What follows belongs to an exercise in optimizing a design on an open flow for a short achievable clock period and few clock cycles per item; a production flow would make more cautious choices. Only simulation tests tie the RTL to the original design; equivalence was not proved. Power is estimated from default activity; no workload was simulated.

Setup of run a:
// pipelinedCpu
module pipelinedCpu #(
    parameter int DataWords = 256
) (
    input  logic               clk,
    input  logic               reset,
    input  cpuPkg::instrWord_t instr,
    output cpuPkg::data_t      instrAddr,
    output cpuPkg::wbResult_t  wb
);
For scale: roughly 7300 cells after synthesis, about 2200 flip-flops, roughly 97000 sq um of cells after synthesis.
Settings: LEC_CHECK=0, CAP_MARGIN=40, CORE_MARGIN=2, CORE_UTILIZATION=30, SETUP_SLACK_MARGIN=3.5, SLEW_MARGIN=40; clock period 6.0 ns.
run.sh (not shown) runs the stock make flow with config.mk's settings and CLKGATE_MAP_FILE= SYNTH_SCRIPT=/design/flow/synth_recipe.tcl, a recipe that flattens the netlist after the stock synthesis.
Per the final summary, run a finished and its layout is clean on timing, DRC and antenna.
Testbench counts of run a, summed over its fixed seeds: cycles 126,236, instrs 118,231.
Input-level comparison between run b and run a:
Settings: changing CAP_MARGIN from 40 to 20; changing SLEW_MARGIN from 40 to 20; changing SETUP_SLACK_MARGIN from 3.5 to 3.6; changing CORE_UTILIZATION from 30 to 60.
### Flow results
Run b: internal power is 1.1% lower than what run a reported.
After synthesis and placement, the instance count of run b is below that of run a.
Run b ends up with a final area that is about 3% lower than in run a.
Final antenna diode count: run b > run a
Count of buffers added by post-CTS timing repair for setup ended up about 24% lower on run b than on run a.
Having completed the whole flow, run b delivered a layout that passed the timing, design-rule and antenna checks.
Run a | stages: all done | timing, DRC, antenna: all pass
Total instance count after detailed placement for run b is lower than for run a.
Detail-routed via count per cell for run b is higher than for run a.
The cell at the slowest stage of the critical path comes out sky130_fd_sc_hd__nand4_1 in one run and sky130_fd_sc_hd__nor4_4 in the other, namely in run a and run b respectively.
Cmp run b and run a / portion of total power attributed to combinational logic / lower: run b
Of run b and run a, it is run b that has the higher first-iteration DRC count.
Higher global-route usage among run b and run a: run b
NOTE: share of the clock period used by the worst path after layout in run b falls short of that of run a

========
Setup of run D:
pipelinedCpu, a different RTL version from the one above (not shown whole).
Size in the first run: about 7,400 cells after synthesis, about 100,000 sq um of cells after synthesis.
Settings: LEC_CHECK=0, CAP_MARGIN=40, CORE_MARGIN=2, CORE_UTILIZATION=30, SETUP_SLACK_MARGIN=3.5, SLEW_MARGIN=40; clock period 6.0 ns.
Testbench counts of run D, summed over its fixed seeds: cycles 127,269, instrs 118,231.
### run D -> run C
- CTS_CLUSTER_DIAMETER newly set to 100
- CTS_CLUSTER_SIZE newly set to 24
Findings:
Run C ended with every stage complete and zero timing, DRC or antenna violations. Sequential share of layout area, run D and run C: larger value in run C. [run C vs run D] critical path depth: higher in run C. Looking only at number of gates resized after cts, and setting everything else aside, the higher value of run D and run C goes to run C. Relative to run D, the clock input transition at the sequential cells of the worst setup and hold paths of run C is higher by 0.04 ns. Average wire per cell in the routed design essentially unchanged between run D and run C. Taking run D as the reference, in run C first-pass GRT wire length fell 2.2%; total power -about 17%. | compound-cell area share of the yosys netlist | run C vs run D | ≈ equal |.

========
Another version of the RTL of pipelinedCpu (not shown whole).
For scale: ~7200 cells after synthesis, roughly 2200 flip-flops, roughly 38 I/O pins, about 97000 um^2 of cells after synthesis.
Settings: LEC_CHECK=0, CAP_MARGIN=40, CORE_MARGIN=2, CORE_UTILIZATION=30, SETUP_SLACK_MARGIN=0.8, SLEW_MARGIN=40; clock period 6.0 ns.
Testbench counts at the start, summed over its fixed seeds: cycles 126,236, instrs 118,231.
Then changed:
Settings changed: ABC_CLOCK_PERIOD_IN_PS set to 2500, SETUP_SLACK_MARGIN 0.8 to 3.5.
Result:
- fmax came out higher by 38%
- via count came out higher by 3.3%
- worst hold slack loses 0.0088 ns
- cell count came out higher by 2.3%
Then changed:
Settings changed: ABC_CLOCK_PERIOD_IN_PS 2500 to unset, CAP_MARGIN 40 to 20, CORE_UTILIZATION 30 to 60, SETUP_SLACK_MARGIN 3.5 to 3.6, SLEW_MARGIN 40 to 20.
What happened: The changed run produced a clean layout. Worst setup slack got worse by 0.12 ns. Wire length is lower slightly. Hold slack loses 0.029 ns.

========
pipelinedCpu, a different RTL version from the one above (not shown whole).
For scale: about 7900 cells after synthesis, roughly 2400 flip-flops, about 38 I/O pins.
==> flow/design.v (excerpt) <==
module pipelinedCpu #(
    parameter int DataWords = 256
) (
    input  logic               clk,
    input  logic               reset,
    input  cpuPkg::instrWord_t instr,
    output cpuPkg::data_t      instrAddr,
    output cpuPkg::wbResult_t  wb
);
make LEC_CHECK=0 CAP_MARGIN=40 CORE_MARGIN=2 CORE_UTILIZATION=30 CTS_CLUSTER_DIAMETER=100 CTS_CLUSTER_SIZE=24 SETUP_SLACK_MARGIN=3.5 SLEW_MARGIN=40 finish   # period 6.0 ns
Testbench counts at the start, summed over its fixed seeds: cycles 123,207, instrs 118,231.
Then changed:
- CORE_UTILIZATION: 30 -> 40
- SETUP_SLACK_MARGIN: 3.5 -> 4.2
What happened: Clock skew falls by 0.024 ns. Wire length rises by 20%. First-iteration DRC count rises by 32%. Global-route usage rises by 11 points. Worst setup slack improves by 0.050 ns. Utilization rises by 19 points.

==> what the ideal ports hide <==
Ports are ideal in the flow. The routed layouts listed here were re-timed in OpenROAD. Step 1 sets driving cells, clkbuf_16 on the clock port and buf_2 on the other inputs (assumed; they add their load-dependent delay and slew). Step 2 moves the port delays by t, midway between the first and last clock arrival at a register: inputs arrive t later, outputs are due t later. That takes back most of the time a late clock gives input paths. Three values: no drivers, after step 1, after step 2; two values: the first two.
| run | t, ns | setup slack, ns | worst setup path at the end | clock arrival spread, ns |
|---|---|---|---|---|
| run a | 0.945 | 2.666 / 2.666 / 2.532 | input to register | 0.069 / 0.070 |
| run b | 0.964 | 2.893 / 2.893 / 2.576 | input to register | 0.037 / 0.037 |
| run D | 0.998 | 3.290 / 3.196 / 2.464 | input to register | 0.082 / 0.081 |
| run C | 0.911 | 3.328 / 3.289 / 2.461 | input to register | 0.085 / 0.085 |
| the first run of note 3 | 0.971 | 2.035 / 2.035 / 1.609 | input to register | 0.071 / 0.071 |
| the second run of note 3 | 0.973 | 3.124 / 3.124 / 2.605 | input to register | 0.071 / 0.071 |
| the third run of note 3 | 0.940 | 3.002 / 3.002 / 2.662 | input to register | 0.035 / 0.036 |
| the first run of note 4 | 0.913 | 3.370 / 3.360 / 2.580 | input to register | 0.066 / 0.067 |
| the second run of note 4 | 0.929 | 3.420 / 3.348 / 2.546 | input to register | 0.042 / 0.042 |
After both steps setup and hold are still met in every run listed. The setup slack of the second run of note 4, which loses most, moves by -0.072 ns with the drivers and by -0.874 ns with both steps.
